From an optimization exercise on the open Yosys and OpenROAD flow, aimed at small area, a short achievable clock period and few clock cycles per item; shortcuts taken in it are not production practice.
At most, simulation tests tie the RTL to the original design; equivalence was not proved.
No activity file was given, so power comes from the tool's default toggle rates.

==> inputs of delta <==
==> flow/design.v (excerpt) <==
module layer_top (
  input  logic  clk,
  input  logic  reset,
  input  logic  s_valid,
  output logic  s_ready,
  input  layer_pkg::data_t data_in,
  output logic  m_valid,
  input  logic  m_ready,
  output layer_pkg::data_t data_out
);
  logic       in_xfer;     
  logic       x_load;      
  logic [15:0] out_j;      
  logic       issue;       
  logic       out_en;      
  logic       out_fifo;    
  localparam int DEPTH = 2;   
  localparam int NF = DEPTH + 1;
  logic [NF-1:0] fifo_wr;  
  logic [NF-1:0] fifo_rd;  
  layer_sequencer #(.DEPTH(DEPTH), .NF(NF)) i_sequencer (
    .clk      (clk),
    .reset    (reset),
    .s_valid  (s_valid),
    .s_ready  (s_ready),
    .m_ready  (m_ready),
    .m_valid  (m_valid),
    .in_xfer  (in_xfer),
    .x_load   (x_load),
    .out_j    (out_j),
    .issue    (issue),
    .out_en   (out_en),
    .out_fifo (out_fifo),
    .fifo_wr  (fifo_wr),
    .fifo_rd  (fifo_rd)
  );
  layer_datapath #(.NF(NF)) i_datapath (
    .clk      (clk),
    .in_xfer  (in_xfer),
    .data_in  (data_in),
    .x_load   (x_load),
    .out_j    (out_j),
    .issue    (issue),
    .out_en   (out_en),
    .out_fifo (out_fifo),
    .fifo_wr  (fifo_wr),
    .fifo_rd  (fifo_rd),
    .data_out (data_out)
  );
endmodule
==> module layer_datapath, before the edit <==
module layer_datapath #(
  parameter int NF = 4                 
) (
  input  logic            clk,
  input  logic            in_xfer,    
  input  layer_pkg::data_t data_in,
  input  logic            x_load,     
  input  logic [15:0]     out_j,      
  input  logic            issue,      
  input  logic            out_en,     
  input  logic            out_fifo,   
  input  logic [NF-1:0]   fifo_wr,    
  input  logic [NF-1:0]   fifo_rd,    
  output layer_pkg::data_t data_out
);
  logic [111:0] x_next;    
  logic [127:0] x_cur;     
  layer_pkg::data_t y;
  layer_pkg::data_t fifo [NF];
  layer_pkg::data_t head;
  always_comb begin
    head = '0;
    for (int i = 0; i < NF; i++) head = head | ({16{fifo_rd[i]}} & fifo[i]);
  end
  always_ff @(posedge clk) begin
    if (in_xfer) x_next <= {data_in, x_next[111:16]};
    if (x_load)  x_cur  <= {data_in, x_next};
    for (int i = 0; i < NF; i++) begin
      if (fifo_wr[i]) fifo[i] <= y;
    end
    if (out_en)  data_out <= out_fifo ? head : y;
  end
  fc_engine i_engine (.clk(clk), .x(x_cur), .j(out_j), .issue(issue), .y(y));
endmodule
==> module layer_sequencer, before the edit <==
module layer_sequencer #(
  parameter int DEPTH = 3,      
  parameter int NF    = 4       
) (
  input  logic       clk,
  input  logic       reset,
  input  logic       s_valid,
  output logic       s_ready,
  input  logic       m_ready,
  output logic       m_valid,
  output logic       in_xfer,    
  output logic       x_load,     
  output logic [15:0] out_j,     
  output logic       issue,      
  output logic       out_en,     
  output logic       out_fifo,   
  output logic [NF-1:0] fifo_wr,   
  output logic [NF-1:0] fifo_rd    
);
  localparam int CREDITS = NF + 1;    
  logic [6:0]         in_cnt;    
  logic               busy;      
  logic [DEPTH-1:0]   pv;        
  logic [CREDITS-1:0] pend;      
  logic [NF-1:0]      wr_ptr;    
  logic [NF-1:0]      fifo_cnt;  
  logic               y_valid;   
  logic               out_xfer;
  logic               push;
  logic               pop;
  logic               last;      
  logic [6:0]         in_cnt_n;
  logic               free_n;    
  logic               busy_n;
  logic [15:0]        out_j_n;
  logic [CREDITS-1:0] pend_n;
  logic               issue_n;
  assign y_valid  = pv[DEPTH-1];
  assign out_xfer = m_valid && m_ready;
  assign out_en   = !m_valid || m_ready;
  assign out_fifo = fifo_cnt[0];
  assign pop      = out_en && out_fifo;
  assign push     = y_valid && !(out_en && !out_fifo);    
  assign fifo_wr  = y_valid ? wr_ptr : '0;
  assign in_xfer  = s_valid && s_ready;
  assign last     = issue && out_j[15];
  assign x_load   = in_xfer && in_cnt[6];
  always_comb begin
    in_cnt_n = in_cnt;
    if (x_load)       in_cnt_n = '0;
    else if (in_xfer) in_cnt_n = {in_cnt[5:0], 1'b1};
    busy_n  = x_load || (busy && !last);
    out_j_n = issue ? {out_j[14:0], out_j[15]} : out_j;    
    pend_n  = pend;
    if (issue && !out_xfer)      pend_n = {pend[CREDITS-2:0], 1'b1};
    else if (!issue && out_xfer) pend_n = {1'b0, pend[CREDITS-1:1]};
    issue_n = busy_n && !pend_n[CREDITS-1];
    free_n  = !busy_n || (issue_n && out_j_n[15]);
  end
  always_ff @(posedge clk) begin
    if (reset) begin
      in_cnt   <= '0;
      s_ready  <= 1'b1;
      busy     <= 1'b0;
      out_j    <= 16'h0001;
      pv       <= '0;
      pend     <= '0;
      issue    <= 1'b0;
      wr_ptr   <= NF'(1);
      fifo_rd  <= NF'(1);
      fifo_cnt <= '0;
      m_valid  <= 1'b0;
    end else begin
      in_cnt  <= in_cnt_n;
      s_ready <= !in_cnt_n[6] || free_n;
      busy    <= busy_n;
      out_j   <= out_j_n;
      pend    <= pend_n;
      issue   <= issue_n;
      pv      <= {pv[DEPTH-2:0], issue};
      if (push) wr_ptr  <= {wr_ptr[NF-2:0], wr_ptr[NF-1]};
      if (pop)  fifo_rd <= {fifo_rd[NF-2:0], fifo_rd[NF-1]};
      if (push && !pop)      fifo_cnt <= {fifo_cnt[NF-2:0], 1'b1};
      else if (!push && pop) fifo_cnt <= {1'b0, fifo_cnt[NF-1:1]};
      if (out_en) m_valid <= out_fifo || y_valid;
    end
  end
endmodule
export LEC_CHECK = 0
export CAP_MARGIN = 20
export CORE_MARGIN = 2
export CORE_UTILIZATION = 40
export CTS_CLUSTER_DIAMETER = 80
export CTS_CLUSTER_SIZE = 25
export PLACE_DENSITY = 0.6
export SETUP_SLACK_MARGIN = 5
export SLEW_MARGIN = 20
create_clock -name core_clock -period 8.0 [get_ports {clk}]
standard.sh (not shown) runs the stock make flow with config.mk's settings and CLKGATE_MAP_FILE= SYNTH_SCRIPT=/design/flow/synth_recipe.tcl, a recipe that flattens the netlist after the stock synthesis.
==> flow/flow/run.sh <==
#!/bin/bash
# The standard layout with two changes:
# - Yosys's synth runs without its quick ABC pass (-noabc), so the adder tree reaches
#   extract_fa as written and maps to full and half adder cells without inverters
#   between them. The rest of synthesis (including the final ABC mapping) is standard.
# - The port buffers are buf_2 cells instead of the delay cells buffer_ports picks.
# Every other step is the standard one. Each tool's output is in flow_make.log and in
# ORFS's own logs under orfs/logs.
set -euo pipefail
cd "$(dirname "$0")/.."
sed '1s/yosys synth -nofsm -noshare /yosys synth -nofsm -noshare -noabc /' synth_recipe.tcl > noabc_synth.tcl
grep -q -- '-noabc' noabc_synth.tcl
sed "s#SYNTH_SCRIPT=[^ ]*#SYNTH_SCRIPT=$PWD/noabc_synth.tcl 'BUFFER_PORTS_ARGS=-buffer_cell sky130_fd_sc_hd__buf_2'#" standard.sh > noabc_standard.sh
grep -q 'noabc_synth.tcl' noabc_standard.sh
bash noabc_standard.sh > flow_make.log 2>&1
test -f out/final.def
==> juniper (differences from delta) <==
--- a/flow/design.v
+++ b/flow/design.v
@@ -2214,7 +2214,7 @@
   input  logic [NF-1:0]   fifo_rd,    
   output layer_pkg::data_t data_out
 );
-  logic [111:0] x_next;    
+  logic [127:0] x_next;    
   logic [127:0] x_cur;     
   layer_pkg::data_t y;
   layer_pkg::data_t fifo [NF];
@@ -2224,8 +2224,8 @@
     for (int i = 0; i < NF; i++) head = head | ({16{fifo_rd[i]}} & fifo[i]);
   end
   always_ff @(posedge clk) begin
-    if (in_xfer) x_next <= {data_in, x_next[111:16]};
-    if (x_load)  x_cur  <= {data_in, x_next};
+    if (in_xfer) x_next <= {data_in, x_next[127:16]};
+    if (x_load)  x_cur  <= x_next;
     for (int i = 0; i < NF; i++) begin
       if (fifo_wr[i]) fifo[i] <= y;
     end
@@ -2254,7 +2254,7 @@
   output logic [NF-1:0] fifo_rd    
 );
   localparam int CREDITS = NF + 1;    
-  logic [6:0]         in_cnt;    
+  logic [7:0]         in_cnt;    
   logic               busy;      
   logic [DEPTH-1:0]   pv;        
   logic [CREDITS-1:0] pend;      
@@ -2265,8 +2265,7 @@
   logic               push;
   logic               pop;
   logic               last;      
-  logic [6:0]         in_cnt_n;
-  logic               free_n;    
+  logic [7:0]         in_cnt_n;
   logic               busy_n;
   logic [15:0]        out_j_n;
   logic [CREDITS-1:0] pend_n;
@@ -2280,18 +2279,16 @@
   assign fifo_wr  = y_valid ? wr_ptr : '0;
   assign in_xfer  = s_valid && s_ready;
   assign last     = issue && out_j[15];
-  assign x_load   = in_xfer && in_cnt[6];
   always_comb begin
     in_cnt_n = in_cnt;
-    if (x_load)       in_cnt_n = '0;
-    else if (in_xfer) in_cnt_n = {in_cnt[5:0], 1'b1};
+    if (x_load)       in_cnt_n = {7'b0000000, in_xfer};
+    else if (in_xfer) in_cnt_n = {in_cnt[6:0], 1'b1};
     busy_n  = x_load || (busy && !last);
-    out_j_n = issue ? {out_j[14:0], out_j[15]} : out_j;    
+    out_j_n = x_load ? 16'h0001 : (issue ? {out_j[14:0], out_j[15]} : out_j);
     pend_n  = pend;
     if (issue && !out_xfer)      pend_n = {pend[CREDITS-2:0], 1'b1};
     else if (!issue && out_xfer) pend_n = {1'b0, pend[CREDITS-1:1]};
     issue_n = busy_n && !pend_n[CREDITS-1];
-    free_n  = !busy_n || (issue_n && out_j_n[15]);
   end
   always_ff @(posedge clk) begin
     if (reset) begin
@@ -2302,17 +2299,19 @@
       pv       <= '0;
       pend     <= '0;
       issue    <= 1'b0;
+      x_load   <= 1'b0;
       wr_ptr   <= NF'(1);
       fifo_rd  <= NF'(1);
       fifo_cnt <= '0;
       m_valid  <= 1'b0;
     end else begin
       in_cnt  <= in_cnt_n;
-      s_ready <= !in_cnt_n[6] || free_n;
+      s_ready <= !in_cnt_n[7];
       busy    <= busy_n;
       out_j   <= out_j_n;
       pend    <= pend_n;
       issue   <= issue_n;
+      x_load  <= in_cnt_n[7] && (!busy_n || (issue_n && out_j_n[15]));
       pv      <= {pv[DEPTH-2:0], issue};
       if (push) wr_ptr  <= {wr_ptr[NF-2:0], wr_ptr[NF-1]};
       if (pop)  fifo_rd <= {fifo_rd[NF-2:0], fifo_rd[NF-1]};
--- a/flow/config.mk
+++ b/flow/config.mk
@@ -8,8 +8,6 @@
 export CAP_MARGIN = 20
 export CORE_MARGIN = 2
 export CORE_UTILIZATION = 40
-export CTS_CLUSTER_DIAMETER = 80
-export CTS_CLUSTER_SIZE = 25
 export PLACE_DENSITY = 0.6
 export SETUP_SLACK_MARGIN = 5
 export SLEW_MARGIN = 20
==> comparison table <==
item	juniper	delta
Outcome	finished clean	finished clean
Endpoint of the worst register-to-register path	i_datapath.i_engine.r1_q[97]	i_datapath.i_engine.r1_q[127]
Post-synthesis sequential element count	669	651
Area occupied by registers	0.01661 mm²	0.01610 mm²
GR Util met1	30.73%	34.94%
Wire length of the first global-routing pass	156.5 mm	157.9 mm
Number of nets in the final layout	2905	2843
Combinational-cell power consumption	0.736 mW	0.685 mW
Buffers inserted during post-CTS setup optimization	6	4
Average wire per standard cell	29.11 µm	31.22 µm
Fraction of the mapped netlist area in compound gates	11.01%	10.82%
Total met3 wirelength after detailed routing	8.726 mm	10.29 mm
Max transition margin	29.98%	23.84%
Area growth, synth to finish	11.03%	7.584%
Testbench counts of delta, summed over its fixed seeds: cycles 3,160, vectors 192.
Function not checked in juniper: the RTL went through the layout flow alone.

-- separate check: timing with driven ports --
Ports are ideal in the flow. The routed layouts listed here were re-timed in OpenROAD.
Step 1, drivers: a clkbuf_16 drives clk and a buf_2 each remaining input, both assumed.
Step 2 also shifts input and output timing later by t, the mid clock arrival at the registers, as if the neighbouring blocks saw the same clock.
Slacks: ideal ports / drivers / drivers and shift; pairs: ideal ports / drivers.
| run | t, ns | slack for setup (ns) | latest minus earliest clock arrival (ns) | worst data-port slew with drivers (ns) |
|---|---|---|---|---|
| delta | 0.664 | 5.009 / 4.939 / 4.500 | 0.051 / 0.050 | 0.05 |
| juniper | 0.694 | 5.024 / 5.024 / 4.541 | 0.029 / 0.029 | 0.05 |
After both steps every run listed still meets setup and hold. For delta, which loses most, drivers alone change the setup slack by -0.070 ns; drivers and shift together by -0.509 ns.
